Background: an optimization exercise with open tools, aiming at small area, a short achievable clock period and few clock cycles per item. Do not read the settings as production practice. Where RTL was checked, it was by simulation tests only, not by an equivalence proof against the original. No driver is modelled on the clock port, so clocking that relies on it looks cheaper here than on a real chip.

// dense_layer
module dense_layer #(
    parameter int NUM_INPUTS    = 4,
    parameter int NUM_OUTPUTS   = 4,
    parameter int FP_TOTAL_BITS = 16,
    parameter int FP_FRAC_BITS  = 8
) (
    input  logic                                                      clk,
    input  logic                                                      reset,
    input  logic                                                      start,
    input  logic [NUM_INPUTS-1:0][FP_TOTAL_BITS-1:0]                  input_vector,
    input  logic [NUM_OUTPUTS-1:0][NUM_INPUTS-1:0][FP_TOTAL_BITS-1:0] weight_matrix,
    input  logic [NUM_OUTPUTS-1:0][FP_TOTAL_BITS-1:0]                 bias_vector,
    output logic [NUM_OUTPUTS-1:0][FP_TOTAL_BITS-1:0]                 layer_out,
    output logic                                                      busy,
    output logic                                                      done
);
Size in the first run: ~4100 cells after synthesis, roughly 610 flip-flops, about 450 I/O pins, roughly 41000 um^2 of cells after synthesis.
==> flow/config.mk <==
export PLATFORM = sky130hd
export DESIGN_NAME = dense_layer
export DESIGN_NICKNAME = dense_layer
export VERILOG_FILES = /design/flow/design.v
export SDC_FILE = /design/flow/constraint.sdc
export NUM_CORES = 4
export LEC_CHECK = 0
export ABC_AREA = 1
export CAP_MARGIN = 20
export CORE_MARGIN = 2
export CORE_UTILIZATION = 40
export SETUP_SLACK_MARGIN = 5
export SLEW_MARGIN = 20
export SYNTH_HIERARCHICAL = 1
export SYNTH_MINIMUM_KEEP_SIZE = 0
==> flow/constraint.sdc <==
create_clock -name core_clock -period 10.0 [get_ports {clk}]
set_input_delay 2.0000 -clock core_clock [delete_from_list [all_inputs] [get_ports {clk}]]
set_output_delay 2.0000 -clock core_clock [all_outputs]
set_load 0.01 [all_outputs]
run.sh (not shown) runs the stock make flow with config.mk's settings and CLKGATE_MAP_FILE= SYNTH_SCRIPT=/design/flow/synth_recipe.tcl, a recipe that flattens the netlist after the stock synthesis.
The first run finished with timing, DRC and antenna clean.
Edit:
==> flow/flow/run.sh (new file) <==
#!/bin/bash
# Own flow: the standard layout (standard.sh, unchanged synthesis), with
#  - port buffers of the smallest buffer cell instead of the default delay cell,
#  - a larger setup repair margin, so timing repair works towards a shorter period.
# Every tool writes its full output under orfs/logs/; make's own output goes to flow.log here.
set -uo pipefail
MARGIN=$(cat flow/margin.txt 2>/dev/null || echo 5)
bash standard.sh finish \
  "BUFFER_PORTS_ARGS=-buffer_cell sky130_fd_sc_hd__buf_1" \
  "SETUP_SLACK_MARGIN=$MARGIN" > flow.log 2>&1
rc=$?
cp -r orfs/logs flow_logs 2>/dev/null || true
exit $rc
==> flow/flow/margin.txt (new file) <==
6
==> flow/standard.sh (new file) <==
#!/bin/bash
# synth_recipe.tcl (not shown) runs the flow's synth.tcl, then flattens the netlist and writes it again
# the make line also repeats each setting of config.mk as NAME=value (left out here)
make -C /OpenROAD-flow-scripts/flow DESIGN_CONFIG=/design/flow/config.mk WORK_HOME=/design/flow/orfs CLKGATE_MAP_FILE= SYNTH_SCRIPT=/design/flow/synth_recipe.tcl "${@:-finish}"
removed: flow/run.sh
The new run finished clean.
Final area rises slightly.
First-iteration DRC count goes up by a little under a tenth.
Sequential cell count stays the same.
Clock skew climbs by 0.0051 ns.
Non-clock buffer count goes up by 294.
Cell count goes up by a few percent.
Function was not checked in any run of this note: the RTL went through the layout flow alone.

---

Setup of xenon:
dense_layer, a different RTL version from the one above (not shown whole).
Size in the first run: ~4000 cells after synthesis, roughly 600 flip-flops, about 450 I/O pins, roughly 40000 sq um of cells after synthesis.
clock: 10.0 ns
lec_check: 0
abc_area: 1
cap_margin: 20
core_margin: 2
core_utilization: 40
cts_cluster_diameter: 120
cts_cluster_size: 24
setup_slack_margin: 5
slew_margin: 20
synth_hierarchical: 1
synth_minimum_keep_size: 0
tns_end_percent: 0
standard.sh (not shown) runs the stock make flow with config.mk's settings and CLKGATE_MAP_FILE= SYNTH_SCRIPT=/design/flow/synth_recipe.tcl, a recipe that flattens the netlist after the stock synthesis.
==> flow/flow/run.sh <==
#!/bin/bash
# Own flow: the standard layout (standard.sh, unchanged synthesis), with
#  - port buffers of the smallest buffer cell instead of the default delay cell,
#  - the setup repair margin from flow/margin.txt and further ORFS make variables
#    from flow/extra.txt (one per line),
#  - after clock tree synthesis, one extra clock buffer in front of the pipeline registers
#    (pipe1*, which only talk to other registers) per clock leaf net, so that they are clocked
#    a little later: useful skew between the two register-to-register pipeline stages
#    (flow/skew.tcl). Input and output registers keep the clock tree as built.
# Every tool writes its full output to a log: make's to flow_cts.log and flow.log, the skew
# step's to skew.log, ORFS's own per-step logs under orfs/logs/.
set -uo pipefail
MARGIN=$(cat flow/margin.txt 2>/dev/null || echo 5)
EXTRA=()
if [[ -f flow/extra.txt ]]; then
  while IFS= read -r line; do [[ -n "$line" ]] && EXTRA+=("$line"); done < flow/extra.txt
fi
ARGS=("BUFFER_PORTS_ARGS=-buffer_cell sky130_fd_sc_hd__buf_1" "SETUP_SLACK_MARGIN=$MARGIN" "${EXTRA[@]}")
bash standard.sh cts "${ARGS[@]}" > flow_cts.log 2>&1 || exit 1
R=orfs/results/sky130hd/dense_layer/base
SKEW_IN=$R/4_cts.odb SKEW_OUT=$R/4_cts_skew.odb openroad -no_init -exit flow/skew.tcl > skew.log 2>&1 || exit 1
cp $R/4_cts_skew.odb $R/4_cts.odb
bash standard.sh finish "${ARGS[@]}" > flow.log 2>&1
rc=$?
cp -r orfs/logs flow_logs 2>/dev/null || true
exit $rc
==> flow/flow/margin.txt <==
6.0
==> flow/flow/skew.tcl <==
# Delay the clock of the pipeline registers (pipe1*, reg-to-reg only) by one clock buffer
# per clock leaf net that reaches them.
set in_odb $::env(SKEW_IN)
set out_odb $::env(SKEW_OUT)
read_db $in_odb
set db [ord::get_db]
set block [ord::get_db_block]
set groups [dict create]
foreach inst [$block getInsts] {
  if {[string match "pipe1*" [$inst getName]]} {
    set it [$inst findITerm CLK]
    dict lappend groups [[$it getNet] getName] $inst
  }
}
set i 0
dict for {nname insts} $groups {
  set net [$block findNet $nname]
  set n [llength $insts]
  if {$n <= 4} { set cell sky130_fd_sc_hd__clkbuf_4 } elseif {$n <= 14} { set cell sky130_fd_sc_hd__clkbuf_8 } else { set cell sky130_fd_sc_hd__clkbuf_16 }
  set buf [odb::dbInst_create $block [$db findMaster $cell] skew_buf_$i]
  set nn [odb::dbNet_create $block skew_clk_$i]
  $nn setSigType CLOCK
  [$buf findITerm A] connect $net
  [$buf findITerm X] connect $nn
  set sx 0; set sy 0; set n 0
  foreach inst $insts {
    set it [$inst findITerm CLK]
    $it disconnect
    $it connect $nn
    set loc [$inst getLocation]
    set sx [expr {$sx + [lindex $loc 0]}]; set sy [expr {$sy + [lindex $loc 1]}]; incr n
  }
  $buf setLocation [expr {$sx / $n}] [expr {$sy / $n}]
  $buf setPlacementStatus PLACED
  puts "skew: $nname -> skew_clk_$i ($cell) with $n flops"
  incr i
}
global_connect
detailed_placement
check_placement -verbose
write_db $out_odb
Other scripts of this flow, unchanged in this note and not shown: flow/flow/extra.txt
Testbench counts of xenon, summed over its fixed seeds: cycles 3,576, items 512.
## Diff of input files: zinc against xenon
--- a/flow/flow/run.sh
+++ b/flow/flow/run.sh
@@ -4,5 +4,5 @@
 #  - the setup repair margin from flow/margin.txt and further ORFS make variables
 #    from flow/extra.txt (one per line),
-#  - after clock tree synthesis, one extra clock buffer in front of the pipeline registers
+#  - after clock tree synthesis, two extra clock buffers in front of the pipeline registers
 #    (pipe1*, which only talk to other registers) per clock leaf net, so that they are clocked
 #    a little later: useful skew between the two register-to-register pipeline stages
==> flow/flow/margin.txt <==
6.3
--- a/flow/flow/skew.tcl
+++ b/flow/flow/skew.tcl
@@ -1,3 +1,3 @@
-# Delay the clock of the pipeline registers (pipe1*, reg-to-reg only) by one clock buffer
+# Delay the clock of the pipeline registers (pipe1*, reg-to-reg only) by two clock buffers
 # per clock leaf net that reaches them.
 set in_odb $::env(SKEW_IN)
@@ -21,5 +21,11 @@
   set nn [odb::dbNet_create $block skew_clk_$i]
   $nn setSigType CLOCK
-  [$buf findITerm A] connect $net
+  # a small buffer in front adds a little more delay
+  set pre [odb::dbInst_create $block [$db findMaster sky130_fd_sc_hd__clkbuf_2] skew_pre_$i]
+  set pn [odb::dbNet_create $block skew_pre_clk_$i]
+  $pn setSigType CLOCK
+  [$pre findITerm A] connect $net
+  [$pre findITerm X] connect $pn
+  [$buf findITerm A] connect $pn
   [$buf findITerm X] connect $nn
   set sx 0; set sy 0; set n 0
@@ -33,4 +39,6 @@
   $buf setLocation [expr {$sx / $n}] [expr {$sy / $n}]
   $buf setPlacementStatus PLACED
+  $pre setLocation [expr {$sx / $n}] [expr {$sy / $n}]
+  $pre setPlacementStatus PLACED
   puts "skew: $nname -> skew_clk_$i ($cell) with $n flops"
   incr i
Going from xenon to zinc, clock period minus worst slack shrinks by 66 ps.
zinc vs. xenon: worst-skew pair later-pin latency went up by 120 ps.
zinc vs. xenon: global-route usage rose by 0.45 points.
zinc: post-route cell area higher than xenon
The following lists how fjord was set up differently from zinc:
==> flow/flow/margin.txt <==
6.0
Findings:
- Comparing fjord and zinc, hold slack is higher on zinc.
- fjord vs. zinc: fraction of met3 tracks used by global routing barely changed; overall routing resource usage dropped 0.43 points; combined buffer and inverter count along the critical path barely changed; number of tap cells added at floorplan barely changed.
- Fmax is lower on zinc
The following lists how pepper was set up differently from fjord:
--- a/flow/flow/skew.tcl
+++ b/flow/flow/skew.tcl
@@ -22,5 +22,5 @@
   $nn setSigType CLOCK
   # a small buffer in front adds a little more delay
-  set pre [odb::dbInst_create $block [$db findMaster sky130_fd_sc_hd__clkbuf_2] skew_pre_$i]
+  set pre [odb::dbInst_create $block [$db findMaster sky130_fd_sc_hd__clkbuf_1] skew_pre_$i]
   set pn [odb::dbNet_create $block skew_pre_clk_$i]
   $pn setSigType CLOCK
Notes after the runs:
- pepper against fjord: die footprint barely changed, worst setup slack moved up, routed wire length on met2 comparable.
- fjord → pepper: insertion delay to the later sink of the worst-skew pair shows an increase of 40 ps, iteration count of the initial detailed-routing pass shows a reduction of 3, met3 usage shows no meaningful change.
- The start point of the critical path comes out wr0[31] in one run and e_one[17] in the other, namely in pepper and fjord respectively.
- For final instance area, pepper and fjord come out practically identical.
- Wire length: pepper vs fjord — no meaningful difference
Here is what was changed in the inputs of delta compared with pepper.
--- a/flow/flow/run.sh
+++ b/flow/flow/run.sh
@@ -4,5 +4,5 @@
 #  - the setup repair margin from flow/margin.txt and further ORFS make variables
 #    from flow/extra.txt (one per line),
-#  - after clock tree synthesis, two extra clock buffers in front of the pipeline registers
+#  - after clock tree synthesis, one extra clock buffer in front of the pipeline registers
 #    (pipe1*, which only talk to other registers) per clock leaf net, so that they are clocked
 #    a little later: useful skew between the two register-to-register pipeline stages
--- a/flow/flow/skew.tcl
+++ b/flow/flow/skew.tcl
@@ -1,3 +1,3 @@
-# Delay the clock of the pipeline registers (pipe1*, reg-to-reg only) by two clock buffers
+# Delay the clock of the pipeline registers (pipe1*, reg-to-reg only) by one clock buffer
 # per clock leaf net that reaches them.
 set in_odb $::env(SKEW_IN)
@@ -22,5 +22,5 @@
   $nn setSigType CLOCK
   # a small buffer in front adds a little more delay
-  set pre [odb::dbInst_create $block [$db findMaster sky130_fd_sc_hd__clkbuf_1] skew_pre_$i]
+  set pre [odb::dbInst_create $block [$db findMaster sky130_fd_sc_hd__clkbuf_2] skew_pre_$i]
   set pn [odb::dbNet_create $block skew_pre_clk_$i]
   $pn setSigType CLOCK
==> comparison <==
On clock network contribution to total cell area, delta tracks pepper almost exactly.
On achievable frequency, the higher figure sits with pepper, not delta.
Between delta and pepper, the difference in growth of design area from synthesis to finish is negligible.
The worst hold slack was comparable across delta and pepper.
On via count, delta and pepper are basically level.

[separate check: timing with driven ports]
The results above use ideal ports. As a check the final layouts listed here were re-extracted and re-timed, cells and wires unchanged.
Step 1, drivers: a clkbuf_16 drives clk and a buf_2 each remaining input, both assumed.
Step 2, shift: input delay + t, output delay - t, t = (earliest + latest rising clock arrival at the registers) / 2. This alone moves slack from input paths to output paths.
Slacks: no drivers / after step 1 / after step 2; pairs: no drivers / after step 1.
run	t, ns	setup slack, ns	worst hold slack (ns)	clock arrival spread, ns	worst register clock-pin slew, ns	worst slew at a driven data input, ns
the first run of note 1	0.727	5.506 / 5.506 / 5.506	0.412 / 0.412 / 0.412	0.046 / 0.046	0.07 / 0.07	0.11
the second run of note 1	0.726	5.868 / 5.868 / 5.868	0.415 / 0.415 / 0.415	0.051 / 0.051	0.07 / 0.07	0.08
xenon	0.750	5.931 / 5.931 / 5.931	0.423 / 0.423 / 0.423	0.181 / 0.181	0.10 / 0.10	0.08
zinc	0.808	5.997 / 5.997 / 5.997	0.423 / 0.423 / 0.423	0.288 / 0.288	0.09 / 0.09	0.08
fjord	0.808	6.028 / 6.028 / 6.028	0.417 / 0.417 / 0.417	0.290 / 0.290	0.10 / 0.10	0.08
pepper	0.825	6.055 / 6.055 / 6.055	0.416 / 0.416 / 0.416	0.334 / 0.334	0.10 / 0.10	0.08
delta	0.808	6.028 / 6.028 / 6.028	0.417 / 0.417 / 0.417	0.290 / 0.290	0.10 / 0.10	0.08
In pepper the clock reaches the registers at very different times; t lies between them, and the last value is a rough guide only.
